What follows belongs to an exercise in optimizing a design on an open flow for small area; a production flow would make more cautious choices. At most, simulation tests tie the RTL to the original design; equivalence was not proved. The RTL of run 7 was laid out without a check of its function. No activity file was given, so power comes from the tool's default toggle rates.

$ cat flow/config.mk
export PLATFORM = sky130hd
export DESIGN_NAME = indexed_sequence_store_core
export DESIGN_NICKNAME = indexed_sequence_store_core
export VERILOG_FILES = /design/flow/design.v
export SDC_FILE = /design/flow/constraint.sdc
export NUM_CORES = 4
export LEC_CHECK = 0
export CAP_MARGIN = 20
export CORE_MARGIN = 2
export CORE_UTILIZATION = 75
export CTS_BUF_LIST = sky130_fd_sc_hd__clkbuf_8
export CTS_CLUSTER_DIAMETER = 45
export CTS_CLUSTER_SIZE = 18
export PLACE_DENSITY = 0.85
export SLEW_MARGIN = 20
export SYNTH_HIERARCHICAL = 1
export SYNTH_MINIMUM_KEEP_SIZE = 0
$ cat flow/constraint.sdc
create_clock -name core_clock -period 5.0 [get_ports {clk}]
set_input_delay 1.0000 -clock core_clock [delete_from_list [all_inputs] [get_ports {clk}]]
set_output_delay 1.0000 -clock core_clock [all_outputs]
set_load 0.01 [all_outputs]
$ cat flow/design.v
package isq_pkg;
	localparam int CAPACITY   = 16;
	localparam int DATA_WIDTH = 32;
	localparam int IDX_W      = $clog2(CAPACITY);
	localparam int CNT_W      = $clog2(CAPACITY + 1);
	localparam int REQ_W    = 3;
	localparam int POS_W    = 5;
	localparam int WORD_W   = 32;
	localparam int STATUS_W = 2;
	localparam int COUNT_W  = 5;
	localparam logic [REQ_W-1:0] REQ_PUSH_BACK  = 3'd0;
	localparam logic [REQ_W-1:0] REQ_PUSH_FRONT = 3'd1;
	localparam logic [REQ_W-1:0] REQ_POP_FRONT  = 3'd2;
	localparam logic [REQ_W-1:0] REQ_POP_BACK   = 3'd3;
	localparam logic [REQ_W-1:0] REQ_INSERT     = 3'd4;
	localparam logic [REQ_W-1:0] REQ_REMOVE     = 3'd5;
	localparam logic [REQ_W-1:0] REQ_GET        = 3'd6;
	localparam logic [REQ_W-1:0] REQ_CLEAR      = 3'd7;
	localparam logic [STATUS_W-1:0] STS_OK    = 2'd0;
	localparam logic [STATUS_W-1:0] STS_EMPTY = 2'd1;
	localparam logic [STATUS_W-1:0] STS_RANGE = 2'd2;
	localparam logic [STATUS_W-1:0] STS_FULL  = 2'd3;
	localparam logic [1:0] OP_NONE  = 2'd0;
	localparam logic [1:0] OP_OPEN  = 2'd1;
	localparam logic [1:0] OP_CLOSE = 2'd2;
	localparam logic [1:0] OP_CLEAR = 2'd3;
	typedef struct packed {
		logic                  load;
		logic [1:0]            op;
		logic [IDX_W-1:0]      at;
		logic                  rd_en;
		logic [DATA_WIDTH-1:0] word;
	} isq_cmd_t;
	typedef struct packed {
		logic [CNT_W-1:0] count;
	} isq_sts_t;
endpackage
module indexed_sequence_store_core (
	input  logic        clk,
	input  logic        arst_n,
	input  logic        req_valid,
	output logic        req_ready,
	input  logic [2:0]  req_type,
	input  logic [4:0]  req_position,
	input  logic [31:0] req_data_in,
	output logic        rsp_valid,
	input  logic        rsp_ready,
	output logic [31:0] rsp_read_data,
	output logic [1:0]  rsp_status,
	output logic [4:0]  rsp_element_count
);
	logic [31:0] mem_q [16];
	logic [3:0]  perm_q [16];
	logic [4:0]  count_q;
	logic        valid_q;
	logic [1:0]  status_q;
	logic        rd_q;
	logic [3:0]  slot_q;
	logic        accept;
	logic        full, empty;
	logic        ins, rem, get, clr, dec;
	logic [1:0]  status_d;
	logic [3:0]  p;
	logic [3:0]  pslot;
	assign req_ready = !valid_q || rsp_ready;
	assign accept    = req_valid && req_ready;
	assign rsp_valid = valid_q;
	assign rsp_status = status_q;
	assign rsp_element_count = count_q;
	assign full  = count_q[4];
	assign empty = (count_q == 5'd0);
	always_comb begin
		ins      = 1'b0;
		rem      = 1'b0;
		get      = 1'b0;
		clr      = 1'b0;
		dec      = 1'b0;
		status_d = 2'd0;
		p        = req_position[3:0];
		case (req_type)
			3'd0: begin
				p = count_q[3:0];
				if (full) status_d = 2'd3; else ins = 1'b1;
			end
			3'd1: begin
				p = 4'd0;
				if (full) status_d = 2'd3; else ins = 1'b1;
			end
			3'd2: begin
				p = 4'd0;
				if (empty) status_d = 2'd1; else rem = 1'b1;
			end
			3'd3: begin
				if (empty) status_d = 2'd1; else dec = 1'b1;
			end
			3'd4: begin
				if (req_position > count_q) status_d = 2'd2;
				else if (full) status_d = 2'd3;
				else ins = 1'b1;
			end
			3'd5: begin
				if (req_position >= count_q) status_d = 2'd2; else rem = 1'b1;
			end
			3'd6: begin
				if (req_position >= count_q) status_d = 2'd2; else get = 1'b1;
			end
			default: clr = 1'b1;
		endcase
	end
	logic [15:0] pd, gt;
	always_comb begin
		for (int i = 0; i < 16; i++) pd[i] = (p == 4'(i));
		gt[0] = 1'b0;
		for (int i = 1; i < 16; i++) gt[i] = gt[i-1] | pd[i-1];
	end
	logic [63:0] perm_flat;
	always_comb begin
		for (int i = 0; i < 16; i++) perm_flat[4*i +: 4] = perm_q[i];
	end
	isq_pick16 u_pick (.tbl(perm_flat), .sel(pd), .y(pslot));
	always_ff @(posedge clk or negedge arst_n) begin
		if (!arst_n) begin
			valid_q <= 1'b0;
		end else if (accept) begin
			valid_q <= 1'b1;
		end else if (rsp_ready) begin
			valid_q <= 1'b0;
		end
	end
	always_ff @(posedge clk) begin
		if (accept) begin
			status_q <= status_d;
			rd_q     <= get;
			slot_q   <= pslot;
		end
	end
	always_ff @(posedge clk or negedge arst_n) begin
		if (!arst_n) begin
			count_q <= 5'd0;
		end else if (accept) begin
			if (clr) count_q <= 5'd0;
			else if (ins) count_q <= count_q + 5'd1;
			else if (rem || dec) count_q <= count_q - 5'd1;
		end
	end
	logic [15:0] sh_up, sh_dn, put, hold;
	logic [3:0]  ent [16];
	always_comb begin
		for (int i = 0; i < 16; i++) begin
			sh_up[i] = accept && ins && gt[i];
			put[i]   = accept && ((ins && pd[i]) || (rem && i == 15));
			sh_dn[i] = accept && rem && i < 15 && (gt[i] || pd[i]);
			hold[i]  = !(sh_up[i] || sh_dn[i] || put[i]);
		end
	end
	isq_sel3 u_sel_0 (
		.q  (perm_q[0]),  .h (hold[0]),
		.a  (perm_q[1]),  .ea (sh_dn[0]),
		.b  (perm_q[15]), .eb (put[0]),
		.y  (ent[0])
	);
	isq_sel3 u_sel_15 (
		.q  (perm_q[15]), .h (hold[15]),
		.a  (perm_q[14]), .ea (sh_up[15]),
		.b  (pslot),      .eb (put[15]),
		.y  (ent[15])
	);
	for (genvar i = 1; i < 15; i++) begin : g_ent
		isq_sel4 u_sel (
			.q  (perm_q[i]),   .h (hold[i]),
			.lo (perm_q[i-1]), .u (sh_up[i]),
			.hi (perm_q[i+1]), .d (sh_dn[i]),
			.nw (perm_q[15]),  .p (put[i]),
			.y  (ent[i])
		);
	end
	always_ff @(posedge clk or negedge arst_n) begin
		if (!arst_n) begin
			for (int i = 0; i < 16; i++) perm_q[i] <= 4'(i);
		end else begin
			for (int i = 0; i < 16; i++) perm_q[i] <= ent[i];
		end
	end
	logic [15:0] we, keep;
	logic [31:0] mem_d [16];
	always_comb begin
		for (int s = 0; s < 16; s++) begin
			we[s]   = accept && ins && perm_q[15] == 4'(s);
			keep[s] = !we[s];
		end
	end
	for (genvar s = 0; s < 16; s++) begin : g_slot
		isq_wsel u_wsel (
			.q    (mem_q[s]),
			.keep (keep[s]),
			.d    (req_data_in),
			.load (we[s]),
			.y    (mem_d[s])
		);
	end
	always_ff @(posedge clk) begin
		for (int s = 0; s < 16; s++) mem_q[s] <= mem_d[s];
	end
	logic [15:0]  rsel;
	logic [511:0] mem_flat;
	always_comb begin
		for (int i = 0; i < 16; i++) begin
			rsel[i] = rd_q && slot_q == 4'(i);
			mem_flat[32*i +: 32] = mem_q[i];
		end
	end
	isq_rdmux u_rd (.words(mem_flat), .sel(rsel), .y(rsp_read_data));
endmodule
module isq_sel4 (
	input  logic [3:0] q,
	input  logic       h,
	input  logic [3:0] lo,
	input  logic       u,
	input  logic [3:0] hi,
	input  logic       d,
	input  logic [3:0] nw,
	input  logic       p,
	output logic [3:0] y
);
	assign y = (q & {4{h}}) | (lo & {4{u}}) | (hi & {4{d}}) | (nw & {4{p}});
endmodule
module isq_sel3 (
	input  logic [3:0] q,
	input  logic       h,
	input  logic [3:0] a,
	input  logic       ea,
	input  logic [3:0] b,
	input  logic       eb,
	output logic [3:0] y
);
	assign y = (q & {4{h}}) | (a & {4{ea}}) | (b & {4{eb}});
endmodule
module isq_pick16 (
	input  logic [63:0] tbl,
	input  logic [15:0] sel,
	output logic [3:0]  y
);
	always_comb begin
		y = 4'd0;
		for (int i = 0; i < 16; i++) y = y | (tbl[4*i +: 4] & {4{sel[i]}});
	end
endmodule
module isq_rdmux (
	input  logic [511:0] words,
	input  logic [15:0]  sel,
	output logic [31:0]  y
);
	always_comb begin
		y = 32'd0;
		for (int i = 0; i < 16; i++) y = y | (words[32*i +: 32] & {32{sel[i]}});
	end
endmodule
module isq_wsel (
	input  logic [31:0] q,
	input  logic        keep,
	input  logic [31:0] d,
	input  logic        load,
	output logic [31:0] y
);
	assign y = (q & {32{keep}}) | (d & {32{load}});
endmodule
$ cat flow/flow/run.sh
#!/bin/bash
# Standard layout, with the port buffers made of the smallest buffer cell.
bash standard.sh "BUFFER_PORTS_ARGS=-buffer_cell sky130_fd_sc_hd__buf_1" finish > standard.log 2>&1
$ cat flow/standard.sh
#!/bin/bash
# synth_recipe.tcl (not shown) runs the flow's synth.tcl, then flattens the netlist and writes it again
# the make line also repeats each setting of config.mk as NAME=value (left out here)
make -C /OpenROAD-flow-scripts/flow DESIGN_CONFIG=/design/flow/config.mk WORK_HOME=/design/flow/orfs CLKGATE_MAP_FILE= SYNTH_SCRIPT=/design/flow/synth_recipe.tcl "${@:-finish}"
==> results of run 1 <==
==> Yosys stat by module, one instance, submodules excluded <==
module	cells inside	cell area, sq um
isq_rdmux	336	2826
isq_sel4	12	75.07
indexed_sequence_store_core	863	13800
isq_wsel	38	350.3
isq_sel3	8	55.05
isq_pick16	36	311.5
==> through the flow <==
step	worst slack [ns]	instances	utilization	hold WS, ns
final	0.5519	2499	0.7942	0.4926
after global routing	0.5749	2498	0.7941	0.5028
after CTS	0.6946	2497	0.7932	0.4934
after detailed placement	0.7350	2413	0.7558	0.4706
after global placement	0.8657	2413	0.7558	0.4658
after floorplan	1.190	2027	-	0.4559
==> Yosys cell counts (4+ instances only) <==
master / count / area (sq um)
a21oi_1: 8 / 40.04
a221oi_1: 141 / 1235
a222oi_1: 8 / 80.08
a22o_1: 625 / 5474
a22o_2: 34 / 340.3
a22oi_1: 116 / 870.8
and3_1: 5 / 31.28
and4_1: 4 / 35.03
buf_6: 121 / 1363
clkbuf_1: 37 / 138.9
dfrtp_1: 38 / 950.9
dfstp_2: 32 / 840.8
dfxtp_1: 512 / 10250
edfxtp_1: 7 / 210.2
ha_1: 8 / 100.1
inv_1: 20 / 75.07
nand2_1: 81 / 304.0
nand2b_1: 14 / 87.58
nand3_1: 8 / 40.04
nand4_1: 41 / 256.5
nor2_1: 63 / 236.5
nor3_1: 31 / 155.2
nor4_1: 6 / 37.54
o21ai_0: 8 / 40.04
or3_1: 7 / 43.79
==> layer usage <==
metal,part of all wire,GRT usage
met4,0.051,0.2176
met5,0,0
met1,0.38,0.5654
met3,0.12,0.09446
met2,0.45,0.6547
==> kinds of logic (layout without fill, tap and decap cells) <==
group	Yosys count	after routing
AO/OA/AOI/OAI	959	959
XOR/XNOR	2	2
adder cells (fa/ha/maj)	9	9
buffers and inverters	185	254
flip-flops	589	589
multiplexers	4	4
other	0	1
AND/OR/NAND/NOR	279	279
==> power groups by stage <==
stage | logic (uW) | registers, uW | clock network, uW
floorplan | 625 | 5200 | 0
global placement | 858 | 5220 | 0
detailed placement | 894 | 5240 | 0
CTS | 914 | 5130 | 3160
global route | 1000 | 5170 | 3340
finish | 928 | 5140 | 3170
==> flip-flops by register name (all words and copies together) (netlist names) <==
name and flops:
slot_q 4, mem_q 512, rd_q 1, perm_q 64, valid_q 1, status_q 2, count_q 5
==> path summary, 6_finish.rpt <==
check / end / slack [ns] / depth (start not counted)
worst max-delay path: rsp_read_data[8] / 0.55 / 6
worst min-delay path: mem_q[4][18] / 0.49 / 1
worst max register to register: count_q[4] / 1.08 / 13
worst min register to register: mem_q[4][18] / 0.49 / 1
max in group asynchronous: perm_q[5][1] / 3.82 / 2
min in group asynchronous: perm_q[0][2] / 0.51 / 2
==> final cells by class <==
cell class	instances	area, sq um	area share
Antenna cell	1	2.502	0.0001006
Clock buffer	51	701.9	0.02823
Clock inverter	33	469.2	0.01887
Inverter	20	75.07	0.003019
Multi-Input combinational cell	1253	10020	0.4029
Sequential cell	589	12250	0.4927
Tap cell	402	503.0	0.02023
Timing Repair Buffer	150	844.6	0.03396
==> metrics.md, run 1 <==
| Metric | Value |
|---|---|
| Fmax | approximately 220 MHz |
| Synth Area in Simple Gates | 0.05854 |
| Comb pwr share | 0.100 |
| Crit-path slowest cell | nor2_4 |
| Worst Tran Pin Value | 1.241 ns |
| Post-synth ARST share | 0.1188 |
| Relative slew slack | 0.1709 |
| Tot Pwr | 9237 uW |
| CP arrival | around 3.5 ns |
| CTS tree | built |
| Max-cap violations | 0 |
| Setup TNS | 0 ns |
| Crit path max fanout | 32 |
| Largest family of logic cells by synthesized area | compound AO/OA/AOI/OAI gates |
| Synth Area in Adders | 0.005067 |
| Mux cell area share after synthesis | 0.001847 |
| R2r startpoint | count_q[4] |
| Sequential Power Share | 0.557 |
| Worst endpoint required time | roughly 4 ns |
| Power Dens Cells | roughly 370 mW/mm^2 |
| Number of flops mapped to enable cells by yosys | 7 |
| Iteration count of the initial detailed-routing pass | 7 |
| Net count after synthesis | about 2100 |
| Worst min path class | flip-flop to flip-flop |
| Post-CTS Setup Bufs | 0 |
| Commonest non-fill, non-tap cell in the layout | a22o_1 |
| Syn Inst Count | slightly above 2000 |
| Largest net degree at the start of global routing | between 70 and 80 |
| Switching Power | around 2400 uW |
| Switching Fraction | 0.2561 |
| Global route total overflow | 0 |
| Core area | approximately 0.031 sq mm |
| RSZ-0062 raised after global routing | false |
| Die ar. | 0.03304 sq mm |
| Critical hold path startpoint | mem_q[4][18] |
| Worst Path Buf+Inv | 1 |
| Initial DRC count | about 2700 |
| Vias in the first global route | between 15000 and 20000 |
| Total CTS buffers | 48 |
| Synth Register Bits | approximately 590 |
| Hold buffer count at cts | 0 |
| IO buf count | between 80 and 90 |
| Initial Util | 0.7570 |
| HPWL after detailed placement | about 44000 um |
| Internal | ~6900 uW |
| Row cnt | 65 |
| Antenna Nets Post-Route | 0 |
| Die H | roughly 180 um |
| Syn. warnings | 15 |
| Cts repair resizes | 0 |
| WL final | 71660 um |
| Tcrit/Tclk final | 0.8896 |
| Clock Power Share | 0.343 |
| Avg Vias per Cell | roughly 8 |
| GRT Total Usage | 0.4245 |
| Final min period | 4.448 ns |
| Run status | complete, no violations |
| Setup violators final | 0 |
| Cell area after layout | around 0.025 sq mm |
| Compound-Gate Fraction of Synth Area | 0.3487 |
| Worst setup SP type | flip-flop |
| Final Hold Viols | 0 |
| Clock latency (worst-skew pair) | roughly 0.67 ns |
| Drt drc | 0 |
| Routed vias | between 15000 and 20000 |
| Layout cells sized above 1 | 0.1226 |
| Gpl congestion | between 0.9 and 1 |
| Xor and xnor area share after synthesis | 0.0007390 |
| Synth Area per Inst | between 10 and 15 sq um |
| Clk_skew | a little under 0.06 ns |
| Critical path cell sequence | or3b_2 -> nor2_4 -> a22o_1 -> a221oi_1 -> nand4_1 -> buf_1 |
| Setup crit start | slot_q[3] |
| Synthesis-to-layout area growth | 4.903% |
| Largest voltage drop on the vdd net | between 300 and 400 uV |
| CP Class | flip-flop to primary output |
| Largest stage delay on the critical path | around 0.95 ns |
| Die W | 181.8 um |
| FILL cells | roughly 2000 |
| Reg clk slew, reported paths | 0.10 ns |
| Bufs on Longest Clock Path | 3 |
| Most frequent cells in the layout | a22o_1 (625), dfxtp_1 (512), a221oi_1 (141), a22oi_1 (116), buf_1 (83) |
| Placement Cell Area | 0.02367 sq mm |
| Leakage power | ~0.0097 uW |
| H-Tree Level Count | 2 |
| Main synth FF type | dfxtp_1 |
| CP endpoint kind | primary output |
| First-pass GRT wire length | 109800 um |
| CTS root buffer | clkbuf_8 |
| Initial antenna violation count | 0 |
| Register area share after synthesis | 0.5169 |
| Max Slew Vio Count | 0 |
| Nets | 2115 |
| Clock sinks | between 500 and 600 |
| I/O pins | 85 |
| Avg WL per Cell | 28.68 um |
| CP delay by family, top | simple AND/OR/NAND/NOR gates |
| Post-synthesis cell type count | 58 |
| Post-Syn Area | ~0.024 sq mm |
==> run 2, diff against run 1 <==
--- a/flow/config.mk
+++ b/flow/config.mk
@@ -9,8 +9,8 @@
 export CORE_MARGIN = 2
 export CORE_UTILIZATION = 75
 export CTS_BUF_LIST = sky130_fd_sc_hd__clkbuf_8
-export CTS_CLUSTER_DIAMETER = 45
-export CTS_CLUSTER_SIZE = 18
+export CTS_CLUSTER_DIAMETER = 50
+export CTS_CLUSTER_SIZE = 16
 export PLACE_DENSITY = 0.85
 export SLEW_MARGIN = 20
 export SYNTH_HIERARCHICAL = 1
==> metrics.md, run 2 <==
| Metric | Value |
|---|---|
| Post-synth top area share | 0.4324 |
| Depth of the worst register-to-register path | 13 |
| Avg WL per Cell | 28.35 um |
| Initial Util | 0.7570 |
| Initial antenna violation count | 1 |
| Syn Inst Count | slightly above 2000 |
| Core area | 0.03131 sq mm |
| Synthesis-to-layout area growth | 4.033% |
| Hold buffer count at cts | 0 |
| Most frequent cells in the layout | a22o_1 (625), dfxtp_1 (512), a221oi_1 (141), a22oi_1 (116), buf_1 (83) |
| Die W | 181.8 um |
| Avg Vias per Cell | 7.855 |
| Final min period | about 4.3 ns |
| Vias in the first global route | between 15000 and 20000 |
| Biggest register | mem_q |
| Cts repair resizes | 0 |
| GRT Total Usage | 0.4186 |
| H-Tree Level Count | 2 |
| Post-CTS Setup Bufs | 0 |
| Post-Syn Area | ~0.024 sq mm |
| Run status | complete, no violations |
| Largest net degree at the start of global routing | 71 |
| WL final | about 70000 um |
| Register area share after synthesis | 0.5169 |
| Setup ws final | approximately 0.65 ns |
| I/O pins | 85 |
| Clock sinks | ~590 |
| Hold Crit Endpoint | mem_q[5][2] |
| Row cnt | 65 |
| Final Hold Viols | 0 |
| Worst min path class | flip-flop to flip-flop |
| Top flop regs | mem_q (512), perm_q (64), count_q (5) |
| IO buf count | 84 |
| Fmax | approximately 230 MHz |
| Max-cap violations | 0 |
| Post-synth ARST share | 0.1188 |
| Bufs on Longest Clock Path | 3 |
| Synth Register Bits | around 590 |
| HPWL after detailed placement | roughly 44000 um |
| Global route total overflow | 0 |
| Cell area after layout | roughly 0.025 sq mm |
| FF-to-FF setup slack | 1.15 ns |
| Critical hold path startpoint | mem_q[5][2] |
| Crit path max fanout | 32 |
| Max FFs per register | 512 |
| Relative slew slack | 0.1883 |
| Setup violators final | 0 |
| Layout cells sized above 1 | 0.1174 |
| Die ar. | 0.03304 sq mm |
| Most frequent cells after synthesis | a22o_1 (625), dfxtp_1 (512), a221oi_1 (141) |
| Max Slew Vio Count | 0 |
| Number of flops mapped to enable cells by yosys | 7 |
| Largest voltage drop on the vdd net | 322.8 uV |
| Clock latency (worst-skew pair) | about 0.66 ns |
| Post-synth top area cell | dfxtp_1 |
| Post-synthesis cell type count | 58 |
| Antenna Nets Post-Route | 0 |
| Initial DRC count | around 2600 |
| Worst setup SP type | flip-flop |
| Total CTS buffers | 47 |
| Reg clk slew, reported paths | roughly 0.090 ns |
| Hold Path Stages | 1 |
| Tcrit/Tclk final | 0.8692 |
| Drt drc | 0 |
| CP arrival | ~3.4 ns |
| Worst Tran Pin Value | 1.215 ns |
| R2r startpoint | count_q[4] |
| CTS tree | built |
| Syn. warnings | 15 |
| Top-count cell post-synth | a22o_1 |
| Power Dens Cells | approximately 360 mW/mm^2 |
| Fin Hold WS | between 0.4 and 0.5 ns |
| Routed vias | 19550 |
| Placement Cell Area | ~0.024 sq mm |
| Leakage power | around 0.0096 uW |
| Gpl congestion | 0.9986 |
| CP endpoint kind | primary output |
| Die H | between 150 and 200 um |
| Main synth FF type | dfxtp_1 |
| Post-Place Worst Slack | 0.7350 ns |
| First-pass GRT wire length | ~110000 um |
| Clk_skew | between 0.04 and 0.05 ns |
| CTS root buffer | clkbuf_8 |
| Worst endpoint required time | ~4.0 ns |
| Synth Area per Inst | about 12 sq um |
| Iteration count of the initial detailed-routing pass | 7 |
| Main area contributors after synthesis | dfxtp_1 (43%), a22o_1 (23%), buf_6 (5.7%) |
| CP Class | flip-flop to primary output |
| Nets | ~2100 |
| Setup TNS | 0 ns |
| Commonest non-fill, non-tap cell in the layout | a22o_1 |
| RSZ-0062 raised after global routing | false |
| Worst r2r dst | count_q[4] |
| Net count after synthesis | ~2100 |
## run 2: cell counts after synthesis
Identical to the previous run, type by type.
## run 2: routing by layer
metal / GRT usage / vias up / share of wire
met5: 0 / - / 0
met4: 0.1834 / 0 / 0.045
met3: 0.09306 / 243 / 0.12
met2: 0.6547 / 1387 / 0.45
met1: 0.5625 / 9626 / 0.39
li1: - / 8295 / -
## run 2: logic make-up after synthesis
family | after synthesis | share of synthesized area
AO/OA/AOI/OAI | 959 | 0.3487
flip-flops | 589 | 0.5169
AND/OR/NAND/NOR | 279 | 0.05854
buffers and inverters | 185 | 0.06820
adder cells (fa/ha/maj) | 9 | 0.005068
multiplexers | 4 | 0.001847
XOR/XNOR | 2 | 0.0007391
## run 2: worst max-delay path by stage
stage / depth (start not counted) / slack (ns) / from / endpoint
4_1_cts: 6 / 0.69 / slot_q[3] / rsp_read_data[7]
3_5_place_dp: 13 / 0.73 / req_position[3] / count_q[4]
3_3_place_gp: 11 / 0.87 / req_position[3] / mem_q[8][0]
5_1_grt: 6 / 0.59 / slot_q[3] / rsp_read_data[7]
2_1_floorplan: 11 / 1.19 / req_position[3] / mem_q[10][21]
6_report: 6 / 0.65 / slot_q[3] / rsp_read_data[3]
## run 2: Yosys stat by module (local to each module, per instance)
module | cells inside | cell area, sq um | flops+latches | times used
isq_rdmux | 336 | 2826 | 0 | 1
isq_pick16 | 36 | 311.5 | 0 | 1
isq_sel3 | 8 | 55.05 | 0 | 2
indexed_sequence_store_core | 863 | 13800 | 589 | 1
isq_wsel | 38 | 350.3 | 0 | 16
isq_sel4 | 12 | 75.07 | 0 | 14
## run 2: area by class of cell
class	instances	area, sq um
clock buffer	54	743.2
fill	1979	6651
tap	402	503.0
clock inverter	20	221.5
timing repair buffer	150	844.6
inverter	20	75.07
multi-input combinational	1253	10020
sequential	589	12250
antenna	1	2.502
## run 2: power by group
part           internal, uW  leakage [uW]  switching (uW)
Sequential             4960       0.00508             174
Clock                  1160      0.000509            1580
Combinational           402       0.00401             514
## run 2: worst max-delay path, cell delays in order, from the launching register on
cell and delay, ns:
edfxtp_1 0.45, or3b_2 0.62, nor2_4 0.88, a22o_1 0.31
a221oi_1 0.07, nand4_1 0.20, buf_1 0.17
## run 2: metrics by stage
| stage | cells | util | power (uW) |
|---|---|---|---|
| final | 2489 | 0.7876 | 8797 |
| after global routing | 2488 | 0.7875 | 9083 |
| after CTS | 2487 | 0.7866 | 8781 |
| after detailed placement | 2413 | 0.7558 | 6130 |
| after global placement | 2413 | 0.7558 | 6076 |
| after floorplan | 2027 | - | 5823 |
==> run 3, diff against run 2 <==
==> flow/flow/run.sh (replaced) <==
#!/bin/bash
# Standard layout, with the port buffers made of the smallest buffer cell
# and clock tree synthesis without dummy clock loads.
CTS="-sink_clustering_enable -repair_clock_nets -dont_use_dummy_load -sink_clustering_size 16 -sink_clustering_max_diameter 50 -buf_list sky130_fd_sc_hd__clkbuf_8"
bash standard.sh "BUFFER_PORTS_ARGS=-buffer_cell sky130_fd_sc_hd__buf_1" "CTS_ARGS=$CTS" finish > standard.log 2>&1
==> metrics.md, run 3 <==
| Metric | Value |
|---|---|
| Run status | complete, no violations |
| Placement Cell Area | roughly 0.024 sq mm |
| Top flop regs | mem_q (512), perm_q (64), count_q (5) |
| Setup ws final | between 0.6 and 0.7 ns |
| Clk_skew | between 0.1 and 0.15 ns |
| Max-cap violations | 0 |
| Hold buffer count at cts | 0 |
| Total CTS buffers | 47 |
| Post-synth top area cell | dfxtp_1 |
| Max Slew Vio Count | 0 |
| Worst Tran Pin Value | between 1 and 1.5 ns |
| Most frequent cells in the layout | a22o_1 (625), dfxtp_1 (512), a221oi_1 (141), a22oi_1 (116), buf_1 (83) |
| CP arrival | 3.31 ns |
| Die H | roughly 180 um |
| Synth Register Bits | roughly 590 |
| Antenna Nets Post-Route | 0 |
| First-pass GRT wire length | roughly 110000 um |
| HPWL after detailed placement | roughly 44000 um |
| Syn. warnings | 15 |
| Post-synth top area share | 0.4324 |
| Row cnt | 65 |
| Fmax | between 200 and 250 MHz |
| Worst setup SP type | flip-flop |
| Clock latency (worst-skew pair) | between 0.6 and 0.7 ns |
| Global route total overflow | 0 |
| Layout cells sized above 1 | 0.1088 |
| Largest net degree at the start of global routing | 71 |
| Post-synthesis cell type count | 58 |
| Syn Inst Count | 2027 |
| Worst endpoint required time | about 4.0 ns |
| Crit path max fanout | 32 |
| Cell area after layout | between 0.02 and 0.025 sq mm |
| CTS tree | built |
| Clock sinks | about 590 |
| Post-Syn Area | ~0.024 sq mm |
| Synthesis-to-layout area growth | 2.681% |
| Initial Util | 0.7570 |
| Core area | between 0.03 and 0.04 sq mm |
| CP Class | flip-flop to primary output |
| IO buf count | 84 |
| Initial antenna violation count | 0 |
| Die W | 181.8 um |
| Post-Place Worst Slack | roughly 0.73 ns |
| Most frequent cells after synthesis | a22o_1 (625), dfxtp_1 (512), a221oi_1 (141) |
| Antenna Cells | 0 |
| Avg WL per Cell | approximately 28 um |
| Tcrit/Tclk final | 0.8619 |
| Die ar. | between 0.03 and 0.04 sq mm |
| Setup violators final | 0 |
| Commonest non-fill, non-tap cell in the layout | a22o_1 |
| Nets | roughly 2100 |
| Main area contributors after synthesis | dfxtp_1 (43%), a22o_1 (23%), buf_6 (5.7%) |
| Initial DRC count | ~2600 |
| Final min period | 4.310 ns |
| Main synth FF type | dfxtp_1 |
| Cts repair resizes | 0 |
| Post-CTS Setup Bufs | 0 |
| RSZ-0062 raised after global routing | false |
| Routed vias | just under 20000 |
| Drt drc | 0 |
| I/O pins | 85 |
| Max FFs per register | between 500 and 600 |
| Relative slew slack | 0.1967 |
| Final Hold Viols | 0 |
| Iteration count of the initial detailed-routing pass | 8 |
| Setup TNS | 0 ns |
| Avg Vias per Cell | 7.886 |
| Synth Area per Inst | 11.69 sq um |
| Worst min path class | flip-flop to flip-flop |
| Leakage power | between 0.009 and 0.01 uW |
| Net count after synthesis | roughly 2100 |
| Gpl congestion | about 1.0 |
| Register area share after synthesis | 0.5169 |
| CP endpoint kind | primary output |
| Number of flops mapped to enable cells by yosys | 7 |
| WL final | 69920 um |
| Bufs on Longest Clock Path | 3 |
| Post-synth ARST share | 0.1188 |
| GRT Total Usage | 0.4152 |
| Biggest register | mem_q |
| CTS root buffer | clkbuf_8 |
| Reg clk slew, reported paths | around 0.070 ns |
| H-Tree Level Count | 2 |
| Top-count cell post-synth | a22o_1 |
| Largest voltage drop on the vdd net | between 200 and 300 uV |
| Vias in the first global route | ~19000 |
| Power Dens Cells | approximately 340 mW/mm^2 |
## run 3: layout make-up
class | instances | area (sq um)
flip-flops and latches | 589 | 12250
multi-input cells | 1253 | 10020
fillers | 2043 | 6972
repair buffers | 150 | 844.6
clock buffers | 47 | 646.9
well taps | 402 | 503.0
inverters | 20 | 75.07
## run 3: power by group
| part | leakage, uW | total, uW | switching [uW] | internal (uW) |
|---|---|---|---|---|
| combinational | 0.00401 | 915 | 513 | 402 |
| sequential | 0.00508 | 5130 | 173 | 4960 |
| clock | 0.000338 | 2270 | 1430 | 841 |
## run 3: final timing paths
| path | endpoint | slack [ns] | cells after the start | startpoint |
|---|---|---|---|---|
| min | mem_q[5][2] | 0.49 | 1 | mem_q[5][2] |
| min reg2reg | mem_q[5][2] | 0.49 | 1 | mem_q[5][2] |
| min in group asynchronous | perm_q[3][3] | 0.56 | 2 | arst_n |
| max in group asynchronous | perm_q[8][2] | 3.77 | 2 | arst_n |
| max reg2reg | count_q[4] | 1.15 | 13 | count_q[4] |
| max | rsp_read_data[3] | 0.69 | 6 | slot_q[3] |
## run 3: Yosys stat by module, one instance, submodules excluded
module	cell area (sq um)	times used	cells inside
indexed_sequence_store_core	13800	1	863
isq_rdmux	2826	1	336
isq_wsel	350.3	16	38
isq_pick16	311.5	1	36
isq_sel4	75.07	14	12
isq_sel3	55.05	2	8
## run 3: through the flow
step	total power, uW	hold WS [ns]	cells	util
2_1_floorplan	5823	0.4559	2027	-
3_3_place_gp	6076	0.4658	2413	0.7558
3_5_place_dp	6130	0.4706	2413	0.7558
4_1_cts	8307	0.4774	2460	0.7765
5_1_grt	8607	0.4879	2461	0.7773
6_report	8320	0.4887	2461	0.7773
## run 3: cell families after synthesis
family | synth area share
xor gates and xnor gates | 0.0007391
AOI/OAI and AO/OA | 0.3487
adders and majority gates | 0.005068
buffers and inverters | 0.06820
DFF | 0.5169
and+or+nand+nor | 0.05854
muxes | 0.001847
## run 3: metal layers
metal | wire length, um | global-route usage | part of all wire | vias to the layer above
met5 | 0 | 0 | 0 | -
met4 | 3055 | 0.1824 | 0.044 | 0
met3 | 8285 | 0.08825 | 0.12 | 220
met2 | 31540 | 0.6428 | 0.45 | 1363
met1 | 27040 | 0.5661 | 0.39 | 9558
li1 | - | - | - | 8267
## run 3: critical path, cell delays in order, from the launching register on
cell and delay [ns]:
edfxtp_1 0.46, or3b_2 0.63, nor2_4 0.89, a22o_1 0.32
a221oi_1 0.07, nand4_1 0.20, buf_1 0.17
==> run 4, diff against run 3 <==
==> flow/flow/run.sh (replaced) <==
#!/bin/bash
# Standard layout, with the port buffers made of the smallest buffer cell
# and clock tree synthesis without dummy clock loads.
CTS="-sink_clustering_enable -repair_clock_nets -dont_use_dummy_load -sink_clustering_size 18 -sink_clustering_max_diameter 55 -buf_list sky130_fd_sc_hd__clkbuf_8"
bash standard.sh "BUFFER_PORTS_ARGS=-buffer_cell sky130_fd_sc_hd__buf_1" "CTS_ARGS=$CTS" finish > standard.log 2>&1
--- a/flow/config.mk
+++ b/flow/config.mk
@@ -7,11 +7,11 @@
 export LEC_CHECK = 0
 export CAP_MARGIN = 20
 export CORE_MARGIN = 2
-export CORE_UTILIZATION = 75
+export CORE_UTILIZATION = 80
 export CTS_BUF_LIST = sky130_fd_sc_hd__clkbuf_8
-export CTS_CLUSTER_DIAMETER = 50
-export CTS_CLUSTER_SIZE = 16
-export PLACE_DENSITY = 0.85
+export CTS_CLUSTER_DIAMETER = 55
+export CTS_CLUSTER_SIZE = 18
+export PLACE_DENSITY = 0.9
 export SLEW_MARGIN = 20
 export SYNTH_HIERARCHICAL = 1
 export SYNTH_MINIMUM_KEEP_SIZE = 0
==> metrics.md, run 4 <==
| Metric | Value |
|---|---|
| Top flop regs | mem_q (512), perm_q (64), count_q (5) |
| Initial antenna violation count | 0 |
| CTS tree | built |
| Largest family of logic cells by synthesized area | compound AO/OA/AOI/OAI gates |
| Number of flops mapped to enable cells by yosys | 7 |
| GRT Total Usage | 0.4544 |
| Final Hold Viols | 0 |
| Avg WL per Cell | 29.39 um |
| Crit path max fanout | 28 |
| Setup TNS | 0 ns |
| Antenna Nets Post-Route | 0 |
| Die W | about 180 um |
| HPWL after detailed placement | about 45000 um |
| Crit-path slowest cell | nor2_4 |
| Clk_skew | 0.06963 ns |
| CTS root buffer | clkbuf_8 |
| First-pass GRT wire length | around 110000 um |
| I/O pins | 85 |
| Iteration count of the initial detailed-routing pass | 8 |
| CP arrival | approximately 3.3 ns |
| Xor and xnor area share after synthesis | 0.0007390 |
| Worst setup SP type | flip-flop |
| Relative slew slack | 0.1444 |
| Main synth FF type | dfxtp_1 |
| Die H | ~180 um |
| Antenna Cells | 0 |
| Gpl congestion | between 1 and 1.5 |
| Layout cells sized above 1 | 0.1101 |
| Top-count cell post-synth | a22o_1 |
| Clock sinks | around 600 |
| Largest net degree at the start of global routing | between 70 and 80 |
| Setup violators final | 0 |
| Max Slew Vio Count | 0 |
| WL final | 72070 um |
| Placement Cell Area | about 0.024 sq mm |
| Row cnt | 63 |
| Main area contributors after synthesis | dfxtp_1 (43%), a22o_1 (23%), buf_6 (5.7%) |
| Synth Area in Simple Gates | 0.05854 |
| Synth Area in Adders | 0.005067 |
| Reg clk slew, reported paths | ~0.080 ns |
| Compound-Gate Fraction of Synth Area | 0.3487 |
| Initial Util | 0.8062 |
| Setup ws final | between 0.6 and 0.7 ns |
| Vias in the first global route | between 15000 and 20000 |
| FILL cells | around 1700 |
| Die ar. | roughly 0.031 sq mm |
| Post-synth top area cell | dfxtp_1 |
| Power Dens Cells | about 340 mW/mm^2 |
| RSZ-0062 raised after global routing | false |
| Mux cell area share after synthesis | 0.001847 |
| Routed vias | between 15000 and 20000 |
| Net count after synthesis | roughly 2100 |
| Worst endpoint required time | approximately 4.0 ns |
| Post-CTS Setup Bufs | 0 |
| Initial DRC count | between 2000 and 3000 |
| Register area share after synthesis | 0.5169 |
| Biggest register | mem_q |
| Syn. warnings | 15 |
| Commonest non-fill, non-tap cell in the layout | a22o_1 |
| Cts repair resizes | 0 |
| Cell area after layout | approximately 0.024 sq mm |
| Final Util | 0.8285 |
| Largest stage delay on the critical path | approximately 0.91 ns |
| Tcrit/Tclk final | 0.8689 |
| CP endpoint kind | primary output |
| Post-synth top area share | 0.4324 |
| CP delay by family, top | simple AND/OR/NAND/NOR gates |
| Post-synth ARST share | 0.1188 |
| Bufs on Longest Clock Path | 3 |
| Avg Vias per Cell | 8.097 |
| CP Class | flip-flop to primary output |
| Syn Inst Count | ~2000 |
| Drt drc | 0 |
| Final min period | 4.344 ns |
| Synth Area per Inst | roughly 12 sq um |
| Post-synthesis cell type count | 58 |
| Core area | between 0.02 and 0.03 sq mm |
| Total CTS buffers | 42 |
| Post-Syn Area | approximately 0.024 sq mm |
| Synthesis-to-layout area growth | 2.771% |
| Hold buffer count at cts | 0 |
| H-Tree Level Count | 2 |
| IO buf count | 84 |
| Post-Place Worst Slack | ~0.82 ns |
| Worst Path Buf+Inv | 1 |
| Clock latency (worst-skew pair) | just over 0.6 ns |
| Synth Register Bits | roughly 600 |
| Critical path cell sequence | or3b_2 -> nor2_4 -> a221oi_1 -> nand4_1 -> buf_1 |
| Max-cap violations | 0 |
| Tot Pwr | around 8000 uW |
| Worst Tran Pin Value | between 1 and 1.5 ns |
| Largest voltage drop on the vdd net | between 300 and 400 uV |
| Fmax | roughly 230 MHz |
| Max FFs per register | approximately 510 |
| Most frequent cells after synthesis | a22o_1 (625), dfxtp_1 (512), a221oi_1 (141) |
| Global route total overflow | 0 |
| Most frequent cells in the layout | a22o_1 (625), dfxtp_1 (512), a221oi_1 (141), a22oi_1 (116), buf_1 (83) |
| Run status | complete, no violations |
| Worst min path class | flip-flop to flip-flop |
| Leakage power | between 0.009 and 0.01 uW |
| Nets | roughly 2100 |
run 4: cell counts after synthesis:
No cell type changed its count.
run 4: kinds of logic (layout without fill, tap and decap cells):
| kind of cell | after synthesis | after routing |
|---|---|---|
| compound gates | 959 | 959 |
| xor+xnor | 2 | 2 |
| fa+ha+maj | 9 | 9 |
| buf+inv | 185 | 220 |
| flops | 589 | 589 |
| mux | 4 | 4 |
| simple gates | 279 | 279 |
run 4: path summary, 6_finish.rpt:
| check | to | slack [ns] | cells after the start | from |
|---|---|---|---|---|
| hold / removal | mem_q[4][21] | 0.49 | 1 | mem_q[4][21] |
| setup / recovery | rsp_read_data[22] | 0.66 | 5 | slot_q[3] |
| hold reg to reg | mem_q[4][21] | 0.49 | 1 | mem_q[4][21] |
| setup reg to reg | mem_q[13][31] | 1.34 | 10 | count_q[4] |
| max in group asynchronous | perm_q[1][2] | 3.78 | 2 | arst_n |
| min in group asynchronous | perm_q[0][0] | 0.60 | 2 | arst_n |
run 4: Yosys stat by module (local to each module, per instance):
| module | cells | area (sq um) | flops+latches | copies in the design |
|---|---|---|---|---|
| indexed_sequence_store_core | 863 | 13800 | 589 | 1 |
| isq_pick16 | 36 | 311.5 | 0 | 1 |
| isq_rdmux | 336 | 2826 | 0 | 1 |
| isq_sel3 | 8 | 55.05 | 0 | 2 |
| isq_sel4 | 12 | 75.07 | 0 | 14 |
| isq_wsel | 38 | 350.3 | 0 | 16 |
run 4: report_power, final:
| group | internal [uW] | leakage, uW | switching (uW) | total [uW] |
|---|---|---|---|---|
| sequential | 4960 | 0.00508 | 177 | 5140 |
| clock | 758 | 0.000302 | 1420 | 2180 |
| combinational | 405 | 0.00406 | 514 | 918 |
run 4: per-layer routing:
metal / global-route usage / wire length (um) / vias up
met2: 0.7095 / 32210 / 1604
met1: 0.5856 / 26310 / 9611
li1: - / - / 8289
met5: 0 / 0 / -
met3: 0.1208 / 9341 / 351
met4: 0.2311 / 4210 / 0
run 4: worst register-to-register path, delay by kind of cell, from the launching register on:
kind	cells	cell delay, ns
DFF	1	0.50
and+or+nand+nor	4	1.60
adders and majority gates	1	0.34
AOI/OAI and AO/OA	3	0.75
buffers and inverters	2	0.41
run 4: layout make-up:
cell class | count | area [sq um] | area share
Clock buffer | 42 | 578.1 | 0.02373
Inverter | 20 | 75.07 | 0.003082
Multi-Input combinational cell | 1253 | 10020 | 0.4112
Sequential cell | 589 | 12250 | 0.5029
Tap cell | 390 | 488.0 | 0.02003
Timing Repair Buffer | 158 | 949.7 | 0.03898
run 4: per-stage QoR:
step	hold slack, ns	instances
floorplan	0.4559	2027
global placement	0.4656	2408
detailed placement	0.4706	2408
CTS	0.4906	2450
global route	0.5061	2452
finish	0.4914	2452
==> run 5, diff against run 4 <==
--- a/flow/config.mk
+++ b/flow/config.mk
@@ -7,11 +7,11 @@
 export LEC_CHECK = 0
 export CAP_MARGIN = 20
 export CORE_MARGIN = 2
-export CORE_UTILIZATION = 80
+export CORE_UTILIZATION = 70
 export CTS_BUF_LIST = sky130_fd_sc_hd__clkbuf_8
 export CTS_CLUSTER_DIAMETER = 55
 export CTS_CLUSTER_SIZE = 18
-export PLACE_DENSITY = 0.9
+export PLACE_DENSITY = 0.8
 export SLEW_MARGIN = 20
 export SYNTH_HIERARCHICAL = 1
 export SYNTH_MINIMUM_KEEP_SIZE = 0
==> metrics.md, run 5 <==
| Metric | Value |
|---|---|
| Register area share after synthesis | 0.5169 |
| HPWL after detailed placement | roughly 45000 um |
| Vias in the first global route | approximately 19000 |
| Post-synth ARST share | 0.1188 |
| Nets | 2115 |
| Final Util | 0.7284 |
| IO buf count | 84 |
| Main area contributors after synthesis | dfxtp_1 (43%), a22o_1 (23%), buf_6 (5.7%) |
| Initial Util | 0.7087 |
| Syn Inst Count | a little over 2000 |
| Syn. warnings | 15 |
| Initial antenna violation count | 1 |
| Final Hold Viols | 0 |
| Synth Area per Inst | ~12 sq um |
| Cts repair resizes | 0 |
| Power Dens Cells | between 300 and 400 mW/mm^2 |
| Fin Hold WS | about 0.49 ns |
| Global route total overflow | 0 |
| Total CTS buffers | just over 40 |
| Post-Syn Area | roughly 0.024 sq mm |
| Post-synthesis cell type count | 58 |
| I/O pins | 85 |
| Synth Register Bits | 589 |
| Setup TNS | 0 ns |
| CTS tree | built |
| WL final | around 72000 um |
| Number of flops mapped to enable cells by yosys | 7 |
| Largest net degree at the start of global routing | slightly above 70 |
| Bufs on Longest Clock Path | 3 |
| Drt drc | 0 |
| Switching Power | roughly 2100 uW |
| Worst Tran Pin Value | approximately 1.2 ns |
| Switching Fraction | 0.2568 |
| Layout cells sized above 1 | 0.1102 |
| Fmax | 228.4 MHz |
| Largest voltage drop on the vdd net | ~290 uV |
| Reg clk slew, reported paths | about 0.080 ns |
| Hold buffer count at cts | 0 |
| Routed vias | just under 20000 |
| Die H | 188.0 um |
| First-pass GRT wire length | around 110000 um |
| Worst setup SP type | flip-flop |
| Biggest register | mem_q |
| Post-CTS Setup Bufs | 0 |
| Tcrit/Tclk final | 0.8758 |
| Most frequent cells after synthesis | a22o_1 (625), dfxtp_1 (512), a221oi_1 (141) |
| Clock Power Share | 0.263 |
| Top sig layer | met5 |
| Main synth FF type | dfxtp_1 |
| Initial DRC count | between 2000 and 2500 |
| Synthesis-to-layout area growth | 2.776% |
| Iteration count of the initial detailed-routing pass | 6 |
| GRT Total Usage | 0.3994 |
| CTS root buffer | clkbuf_8 |
| RSZ-0062 raised after global routing | false |
| Worst endpoint required time | 4.00 ns |
| Max-cap violations | 0 |
| Final min period | 4.379 ns |
| Clock sinks | between 500 and 600 |
| Post-synth top area share | 0.4324 |
| Top-count cell post-synth | a22o_1 |
| Core area | approximately 0.033 sq mm |
| Worst min path class | flip-flop to flip-flop |
| Internal | slightly above 6000 uW |
| Most frequent cells in the layout | a22o_1 (625), dfxtp_1 (512), a221oi_1 (141), a22oi_1 (116), buf_1 (83) |
| Leakage power | ~0.0094 uW |
| Post-synth top area cell | dfxtp_1 |
| Max FFs per register | roughly 510 |
| Clock latency (worst-skew pair) | 0.61 ns |
| Top flop regs | mem_q (512), perm_q (64), count_q (5) |
| Antenna Nets Post-Route | 0 |
| Gpl congestion | about 1 |
| Clk_skew | between 0.04 and 0.05 ns |
| Die ar. | ~0.035 sq mm |
| Detail Route met3 WL | around 8000 um |
| Max Slew Vio Count | 0 |
| Crit path max fanout | 32 |
| FF-to-FF setup slack | 1.29 ns |
| CP endpoint kind | primary output |
| Sequential Power Share | 0.625 |
| Run status | complete, no violations |
| Antenna Cells | 0 |
| Net count after synthesis | 2080 |
| Wire length on met2 | between 30000 and 40000 um |
| Row cnt | 67 |
| Avg WL per Cell | 28.76 um |
| Setup violators final | 0 |
| DRT met1 WL | roughly 29000 um |
| Avg Vias per Cell | 7.703 |
| CP arrival | 3.38 ns |
| Comb pwr share | 0.112 |
| Die W | 188.0 um |
| H-Tree Level Count | 2 |
| Commonest non-fill, non-tap cell in the layout | a22o_1 |
| Relative slew slack | 0.1957 |
| CP Class | flip-flop to primary output |
==> run 5: cell counts after synthesis <==
No cell type changed its count.
==> run 5: worst paths after layout <==
check,startpoint,endpoint,cells after the start
max reg2reg,count_q[4],mem_q[6][31],10
max,slot_q[3],rsp_read_data[22],5
min in group asynchronous,arst_n,perm_q[12][0],2
min reg2reg,mem_q[14][22],mem_q[14][22],1
max in group asynchronous,arst_n,count_q[4],2
min,mem_q[14][22],mem_q[14][22],1
==> run 5: logic make-up (layout without fill, tap and decap cells) <==
logic type,after synthesis,count (layout),synth area share
multiplexers,4,4,0.001847
adder cells (fa/ha/maj),9,9,0.005068
flip-flops,589,589,0.5169
AND/OR/NAND/NOR,279,279,0.05854
XOR/XNOR,2,2,0.0007391
AO/OA/AOI/OAI,959,959,0.3487
buffers and inverters,185,218,0.06820
==> run 5: cell type report <==
cell class	instances	area, sq um
repair buffers	157	889.6
clock buffers	41	564.3
inverters	20	75.07
fillers	2409	9086
flip-flops and latches	589	12250
well taps	448	560.5
multi-input cells	1253	10020
==> run 5: critical path: stages, from the launching register on <==
cell	delay, ns
edfxtp_1	0.46
or3b_2	0.62
nor2_4	0.94
a221oi_1	0.33
nand4_1	0.25
buf_1	0.18
==> run 5: layer usage <==
layer	GRT usage	vias to the layer above
met3	0.08965	239
met5	0	-
met1	0.5421	9602
met2	0.6118	1192
li1	-	8283
met4	0.1814	2
==> run 5: Yosys stat by module, one instance, submodules excluded <==
module                       cells inside  area (sq um)
indexed_sequence_store_core           863         13800
isq_sel3                                8         55.05
isq_pick16                             36         311.5
isq_wsel                               38         350.3
isq_sel4                               12         75.07
isq_rdmux                             336          2826
==> run 5: power by group through the flow <==
stage,sequential (uW),combinational [uW],clock (uW)
after global routing,5160,991,2310
final,5130,919,2160
after detailed placement,5230,898,0
after floorplan,5200,625,0
after global placement,5220,863,0
after CTS,5130,903,2160
==> run 5: stage by stage <==
step | power [uW] | cell area, sq um | cells | setup slack [ns]
after floorplan | 5823 | 23700 | 2027 | 1.190
after CTS | 8197 | 24360 | 2508 | 0.7131
after detailed placement | 6133 | 23800 | 2467 | 0.7875
after global routing | 8461 | 24360 | 2508 | 0.6261
after global placement | 6082 | 23800 | 2467 | 0.8438
final | 8218 | 24360 | 2508 | 0.6210
==> run 6, diff against run 5 <==
--- a/flow/config.mk
+++ b/flow/config.mk
@@ -7,11 +7,11 @@
 export LEC_CHECK = 0
 export CAP_MARGIN = 20
 export CORE_MARGIN = 2
-export CORE_UTILIZATION = 70
+export CORE_UTILIZATION = 75
 export CTS_BUF_LIST = sky130_fd_sc_hd__clkbuf_8
 export CTS_CLUSTER_DIAMETER = 55
 export CTS_CLUSTER_SIZE = 18
-export PLACE_DENSITY = 0.8
+export PLACE_DENSITY = 0.85
 export SLEW_MARGIN = 20
 export SYNTH_HIERARCHICAL = 1
 export SYNTH_MINIMUM_KEEP_SIZE = 0
==> metrics.md, run 6 <==
| Metric | Value |
|---|---|
| Run status | complete, no violations |
| Most frequent cells in the layout | a22o_1 (625), dfxtp_1 (512), a221oi_1 (141), a22oi_1 (116), buf_1 (83) |
| R2r startpoint | count_q[4] |
| Post-synth ARST share | 0.1188 |
| Post-CTS Setup Bufs | 0 |
| Register area share after synthesis | 0.5169 |
| Vias in the first global route | 18660 |
| Hold Path Stages | 1 |
| Final min period | 4.363 ns |
| CP endpoint kind | primary output |
| Depth of the worst register-to-register path | 13 |
| Die ar. | 0.03304 sq mm |
| Reg clk slew, reported paths | about 0.10 ns |
| CTS root buffer | clkbuf_8 |
| Max Slew Vio Count | 0 |
| Bufs on Longest Clock Path | 3 |
| Top flop regs | mem_q (512), perm_q (64), count_q (5) |
| FILL cells | between 2000 and 2500 |
| CP arrival | between 3 and 4 ns |
| Drt drc | 0 |
| CP Class | flip-flop to primary output |
| Clock sinks | a little under 600 |
| Total CTS buffers | 41 |
| Avg WL per Cell | approximately 28 um |
| Initial Util | 0.7570 |
| Critical hold path startpoint | mem_q[2][26] |
| Top-count cell post-synth | a22o_1 |
| Initial antenna violation count | 0 |
| Power Dens Cells | 337.1 mW/mm^2 |
| Crit path max fanout | 32 |
| Row cnt | 65 |
| Synth Register Bits | about 590 |
| Synthesis-to-layout area growth | 2.333% |
| Post-synthesis cell type count | 58 |
| Worst endpoint required time | approximately 4.0 ns |
| Nets | 2108 |
| Final Hold Viols | 0 |
| Tot Pwr | between 8000 and 9000 uW |
| Relative slew slack | 0.1974 |
| Core area | roughly 0.031 sq mm |
| Die H | around 180 um |
| Main synth FF type | dfxtp_1 |
| Largest net degree at the start of global routing | 71 |
| Hold buffer count at cts | 0 |
| Net count after synthesis | roughly 2100 |
| Tcrit/Tclk final | 0.8727 |
| Global route total overflow | 0 |
| Number of flops mapped to enable cells by yosys | 7 |
| Setup TNS | 0 ns |
| Gpl congestion | ~1.0 |
| Storage element area | around 0.012 sq mm |
| Hold Crit Endpoint | mem_q[2][26] |
| Multi-input logic area | between 0.01 and 0.015 sq mm |
| Leakage power | 0.009387 uW |
| CTS tree | built |
| Post-synth top area share | 0.4324 |
| RSZ-0062 raised after global routing | false |
| FF-to-FF setup slack | 1.12 ns |
| Clk_skew | slightly above 0.05 ns |
| Worst r2r dst | count_q[4] |
| Antenna Nets Post-Route | 0 |
| Initial DRC count | roughly 2600 |
| IO buf count | 84 |
| Cts repair resizes | 0 |
| First-pass GRT wire length | 107200 um |
| Largest voltage drop on the vdd net | 325.3 uV |
| GRT Total Usage | 0.4131 |
| Clock latency (worst-skew pair) | 0.60 ns |
| Worst min path class | flip-flop to flip-flop |
| Worst setup SP type | flip-flop |
| Fmax | 229.2 MHz |
| Setup violators final | 0 |
| Synth Area per Inst | 11.69 sq um |
| I/O pins | 85 |
| Most frequent cells after synthesis | a22o_1 (625), dfxtp_1 (512), a221oi_1 (141) |
| Biggest register | mem_q |
| H-Tree Level Count | 2 |
| Layout cells sized above 1 | 0.1062 |
| Avg Vias per Cell | between 7 and 8 |
| Iteration count of the initial detailed-routing pass | 6 |
| Commonest non-fill, non-tap cell in the layout | a22o_1 |
| WL final | ~70000 um |
| HPWL after detailed placement | 43670 um |
| Routed vias | around 19000 |
| Syn. warnings | 15 |
| Syn Inst Count | just over 2000 |
| Post-synth top area cell | dfxtp_1 |
| Max FFs per register | around 510 |
| Worst Tran Pin Value | ~1.2 ns |
| Antenna Cells | 0 |
| Post-Syn Area | 0.02370 sq mm |
| Die W | 181.8 um |
| Max-cap violations | 0 |
| Main area contributors after synthesis | dfxtp_1 (43%), a22o_1 (23%), buf_6 (5.7%) |
-- run 6: cell count changes in the layout (fill, tap and decap cells not counted) --
cell,before,now
buf_16,0,1
and4_2,1,0
and3_1,4,5
and4_1,3,4
buf_4,71,64
and3_2,1,0
buf_12,2,1
-- run 6: per-layer routing --
layer,routed length (um),share of wire,up-vias,track usage
met5,0,0,-,0
met4,3236,0.046,0,0.1776
met3,8382,0.12,240,0.07922
met2,31410,0.45,1358,0.6510
met1,26790,0.38,9492,0.5606
li1,-,-,8247,-
-- run 6: kinds of logic after synthesis --
group           share of synthesized area
fa+ha+maj                        0.005068
compound gates                     0.3487
xor+xnor                        0.0007391
flops                              0.5169
mux                              0.001847
buf+inv                           0.06820
simple gates                      0.05854
-- run 6: final cells by class --
class	instances	share of cell area
clock buffers	41	0.02326
inverters	20	0.003095
multi-input cells	1253	0.4130
flip-flops and latches	589	0.5051
well taps	402	0.02074
repair buffers	150	0.03482
-- run 6: worst max path at each step --
stage	startpoint	to	slack (ns)	cells after the start
4_1_cts	slot_q[3]	rsp_read_data[7]	0.75	6
5_1_grt	slot_q[3]	rsp_read_data[7]	0.62	6
3_3_place_gp	req_position[3]	mem_q[8][0]	0.87	11
6_report	slot_q[3]	rsp_read_data[3]	0.64	6
2_1_floorplan	req_position[3]	mem_q[10][21]	1.19	11
3_5_place_dp	req_position[3]	count_q[4]	0.73	13
-- run 6: metrics by stage --
stage	worst slack [ns]	std cells	util	area [sq um]	hold slack, ns
2_1_floorplan	1.190	2027	-	23700	0.4559
3_3_place_gp	0.8657	2413	0.7558	23670	0.4658
3_5_place_dp	0.7350	2413	0.7558	23670	0.4706
4_1_cts	0.7498	2454	0.7738	24230	0.4898
5_1_grt	0.6178	2455	0.7747	24260	0.4997
6_report	0.6366	2455	0.7747	24260	0.4890
-- run 6: modules after synthesis, one instance, submodules excluded --
module | flops+latches | times used | cell area [sq um]
isq_sel3 | 0 | 2 | 55.05
isq_rdmux | 0 | 1 | 2826
isq_sel4 | 0 | 14 | 75.07
isq_pick16 | 0 | 1 | 311.5
isq_wsel | 0 | 16 | 350.3
indexed_sequence_store_core | 589 | 1 | 13800
-- run 6: worst max-delay path, stage by stage, from the launching register on --
cell	delay, ns
edfxtp_1	0.48
or3b_2	0.63
nor2_4	0.93
a22o_1	0.31
a221oi_1	0.06
nand4_1	0.20
buf_1	0.17
-- run 6: power breakdown --
group	internal, uW	switching, uW
combinational	402	511
sequential	4960	175
clock	740	1390
total	6100	2070
==> run 7, diff against run 6 <==
--- a/flow/design.v
+++ b/flow/design.v
@@ -181,21 +181,24 @@
 			for (int i = 0; i < 16; i++) perm_q[i] <= ent[i];
 		end
 	end
-	logic [15:0] we, keep;
+	logic [15:0] load_lo, keep_lo, load_hi, keep_hi;
 	logic [31:0] mem_d [16];
-	always_comb begin
-		for (int s = 0; s < 16; s++) begin
-			we[s]   = accept && ins && perm_q[15] == 4'(s);
-			keep[s] = !we[s];
-		end
-	end
+	isq_wdec u_wdec_lo (.slot(perm_q[15]), .en(accept && ins), .load(load_lo), .keep(keep_lo));
+	isq_wdec u_wdec_hi (.slot(perm_q[15]), .en(accept && ins), .load(load_hi), .keep(keep_hi));
 	for (genvar s = 0; s < 16; s++) begin : g_slot
-		isq_wsel u_wsel (
-			.q    (mem_q[s]),
-			.keep (keep[s]),
-			.d    (req_data_in),
-			.load (we[s]),
-			.y    (mem_d[s])
+		isq_wsel u_wsel_lo (
+			.q    (mem_q[s][15:0]),
+			.keep (keep_lo[s]),
+			.d    (req_data_in[15:0]),
+			.load (load_lo[s]),
+			.y    (mem_d[s][15:0])
+		);
+		isq_wsel u_wsel_hi (
+			.q    (mem_q[s][31:16]),
+			.keep (keep_hi[s]),
+			.d    (req_data_in[31:16]),
+			.load (load_hi[s]),
+			.y    (mem_d[s][31:16])
 		);
 	end
 	always_ff @(posedge clk) begin
@@ -256,11 +259,24 @@
 	end
 endmodule
 module isq_wsel (
-	input  logic [31:0] q,
+	input  logic [15:0] q,
 	input  logic        keep,
-	input  logic [31:0] d,
+	input  logic [15:0] d,
 	input  logic        load,
-	output logic [31:0] y
-);
-	assign y = (q & {32{keep}}) | (d & {32{load}});
-endmodule
+	output logic [15:0] y
+);
+	assign y = (q & {16{keep}}) | (d & {16{load}});
+endmodule
+module isq_wdec (
+	input  logic [3:0]  slot,
+	input  logic        en,
+	output logic [15:0] load,
+	output logic [15:0] keep
+);
+	always_comb begin
+		for (int s = 0; s < 16; s++) begin
+			load[s] = en && slot == 4'(s);
+			keep[s] = !load[s];
+		end
+	end
+endmodule
==> metrics.md, run 7 <==
| Metric | Value |
|---|---|
| HPWL after detailed placement | 44770 um |
| Final Hold Viols | 0 |
| Syn Inst Count | around 2100 |
| CP endpoint kind | primary output |
| Clk_skew | between 0.07 and 0.08 ns |
| Post-Syn Area | around 0.025 sq mm |
| Reg clk slew, reported paths | ~0.11 ns |
| Nets | ~2200 |
| CP arrival | 3.37 ns |
| Initial DRC count | around 2700 |
| Most frequent cells after synthesis | dfxtp_1 (512), a22o_1 (465), a22o_2 (194) |
| Antenna Nets Post-Route | 0 |
| Core area | 0.03254 sq mm |
| Iteration count of the initial detailed-routing pass | 8 |
| Die ar. | ~0.035 sq mm |
| Top flop regs | mem_q (512), perm_q (64), count_q (5) |
| Avg WL per Cell | ~27 um |
| Main area contributors after synthesis | dfxtp_1 (41%), a22o_1 (16%), a22o_2 (7.8%) |
| Post-synthesis cell type count | about 70 |
| Row cnt | between 60 and 70 |
| Initial Util | 0.7618 |
| Setup TNS | 0 ns |
| Critical path cell sequence | or3b_2 -> nor2_2 -> buf_4 -> a22o_1 -> a221oi_1 -> nand4_1 -> buf_1 |
| Layout cells sized above 1 | 0.1914 |
| Synth Area per Inst | approximately 12 sq um |
| CTS tree | built |
| Largest voltage drop on the vdd net | around 250 uV |
| Power Dens Cells | around 330 mW/mm^2 |
| WL final | 69490 um |
| Global route total overflow | 0 |
| Hold buffer count at cts | 0 |
| Final Util | 0.7600 |
| Synthesis-to-layout area growth | -0.2371% |
| Main synth FF type | dfxtp_1 |
| Post-synth top area cell | dfxtp_1 |
| Run status | complete, no violations |
| Cts repair resizes | 0 |
| Synth Register Bits | roughly 600 |
| Max Slew Vio Count | 0 |
| Drt drc | 0 |
| H-Tree Level Count | 2 |
| Max-cap violations | 0 |
| Clock latency (worst-skew pair) | ~0.65 ns |
| CTS root buffer | clkbuf_8 |
| Number of flops mapped to enable cells by yosys | 7 |
| First-pass GRT wire length | 106300 um |
| Final min period | ~4.4 ns |
| Avg Vias per Cell | roughly 7.7 |
| Post-CTS Setup Bufs | 0 |
| Leakage power | about 0.0096 uW |
| Crit-path slowest cell | nor2_2 |
| Relative slew slack | 0.2656 |
| Max FFs per register | slightly above 500 |
| Most frequent cells in the layout | dfxtp_1 (512), a22o_1 (465), a22o_2 (194), a221oi_1 (141), a22oi_1 (114) |
| Largest net degree at the start of global routing | 38 |
| CP Class | flip-flop to primary output |
| Clock sinks | between 500 and 600 |
| Worst min path class | input port to asynchronous set/reset pin |
| Crit path max fanout | 18 |
| Tcrit/Tclk final | 0.8732 |
| Fmax | 229.0 MHz |
| Die H | around 190 um |
| IO buf count | 84 |
| Vias in the first global route | ~19000 |
| I/O pins | 85 |
| Commonest non-fill, non-tap cell in the layout | dfxtp_1 |
| Total CTS buffers | 42 |
| Largest stage delay on the critical path | around 0.76 ns |
| Setup violators final | 0 |
| Register area share after synthesis | 0.4943 |
| Biggest register | mem_q |
| Die W | ~190 um |
| Post-synth top area share | 0.4135 |
| GRT Total Usage | 0.3961 |
| Post-synth ARST share | 0.1188 |
| Worst endpoint required time | 4.00 ns |
| Net count after synthesis | 2164 |
| Worst setup SP type | flip-flop |
| Worst Tran Pin Value | between 1 and 1.5 ns |
| Initial antenna violation count | 0 |
| Antenna Cells | 0 |
| RSZ-0062 raised after global routing | false |
| Bufs on Longest Clock Path | 3 |
| Top-count cell post-synth | dfxtp_1 |
| Routed vias | between 15000 and 20000 |
| Gpl congestion | 1.080 |
| Syn. warnings | 16 |
-- run 7: cells by family (layout without fill, tap and decap cells) --
| family | Yosys count | count (layout) | synth area share |
|---|---|---|---|
| compound gates | 970 | 970 | 0.3465 |
| xor+xnor | 2 | 2 | 0.0007068 |
| fa+ha+maj | 9 | 9 | 0.004846 |
| buf+inv | 213 | 208 | 0.08602 |
| flops | 589 | 589 | 0.4943 |
| mux | 5 | 5 | 0.002474 |
| simple gates | 323 | 323 | 0.06512 |
-- run 7: path summary, 6_finish.rpt --
check,to,startpoint,slack [ns],cells past startpoint
max in group asynchronous,perm_q[8][3],arst_n,3.52,2
setup / recovery,rsp_read_data[17],slot_q[3],0.63,7
hold reg to reg,mem_q[9][29],mem_q[9][29],0.49,1
hold / removal,perm_q[14][0],arst_n,0.47,1
setup reg to reg,mem_q[2][0],count_q[1],0.81,11
min in group core_clock,mem_q[9][29],mem_q[9][29],0.49,1
-- run 7: worst max-delay path: cells and delay by family, from the launching register on --
family | cells | cell delay [ns]
simple gates | 3 | 1.53
buf+inv | 2 | 0.57
flops | 1 | 0.43
compound gates | 2 | 0.24
-- run 7: layout make-up --
type,count,area (sq um)
Fill cell,2210,7809
Clock buffer,42,578.1
Tap cell,442,553.0
Sequential cell,589,12250
Multi-Input combinational cell,1309,10480
Inverter,19,71.32
Timing Repair Buffer,147,789.5
-- run 7: where the power goes --
group	switching [uW]	total [uW]	internal, uW
clock	1430	2180	756
sequential	143	5040	4900
combinational	501	856	355
-- run 7: per-stage QoR --
stage / area (sq um) / setup slack, ns / hold slack (ns) / std cells / total power (uW)
2_1_floorplan: 24790 / 0.9040 / 0.4559 / 2111 / 5703
3_3_place_gp: 24150 / 0.6265 / 0.4660 / 2506 / 5928
3_5_place_dp: 24150 / 0.4920 / 0.4707 / 2506 / 5974
4_1_cts: 24730 / 0.7032 / 0.4884 / 2548 / 8055
5_1_grt: 24730 / 0.5480 / 0.5062 / 2548 / 8333
6_report: 24730 / 0.6340 / 0.4748 / 2548 / 8084
-- run 7: per-module statistics from Yosys (local to each module, per instance) --
module / times used / flops+latches / cell area, sq um
indexed_sequence_store_core: 1 / 589 / 13700
isq_rdmux: 1 / 0 / 2826
isq_pick16: 1 / 0 / 311.5
isq_wdec: 2 / 0 / 249.0
isq_wsel: 32 / 0 / 196.4
isq_sel4: 14 / 0 / 75.07
isq_sel3: 2 / 0 / 55.05
-- run 7: metal layers --
metal  track usage  vias up  part of all wire
li1              -     8402                 -
met1        0.5433     9595              0.40
met2        0.6021     1333              0.44
met3        0.1121      236              0.12
met4        0.1380        0             0.039
met5             0        -                 0

-- separate check: timing with driven ports --
Ports are ideal in the flow. The routed layouts listed here were re-timed in OpenROAD.
Step 1 assumes that a clkbuf_16 drives the clock port and a buf_2 every other input.
Step 2 adds t to the input delays and takes it off the output delays; t is the mean of the earliest and latest rising clock arrival at the registers after step 1. Input paths then give back, and output paths get back, about the clock's delay inside the block.
Three values: ideal ports, drivers, drivers and shift; two values: the first two.
run	shift t [ns]	slack for setup (ns)	hold WS [ns]	worst register clock-pin slew, ns	worst data-port slew with drivers (ns)
run 1	0.688	0.552 / 0.501 / 0.593	0.493 / 0.482 / 0.493	0.11 / 0.11	0.06
run 2	0.691	0.654 / 0.602 / 0.648	0.493 / 0.493 / 0.493	0.11 / 0.11	0.05
run 3	0.643	0.690 / 0.640 / 0.671	0.489 / 0.489 / 0.489	0.10 / 0.10	0.06
run 4	0.621	0.656 / 0.609 / 0.798	0.491 / 0.491 / 0.491	0.11 / 0.11	0.06
run 5	0.647	0.621 / 0.566 / 0.739	0.486 / 0.486 / 0.486	0.11 / 0.11	0.07
run 6	0.623	0.637 / 0.585 / 0.607	0.489 / 0.489 / 0.489	0.11 / 0.11	0.06
run 7	0.655	0.634 / 0.583 / 0.384	0.475 / 0.445 / 0.491	0.11 / 0.11	0.09
After both steps every run listed still meets setup and hold. For run 7, which loses most, drivers alone change the setup slack by -0.051 ns; drivers and shift together by -0.250 ns.
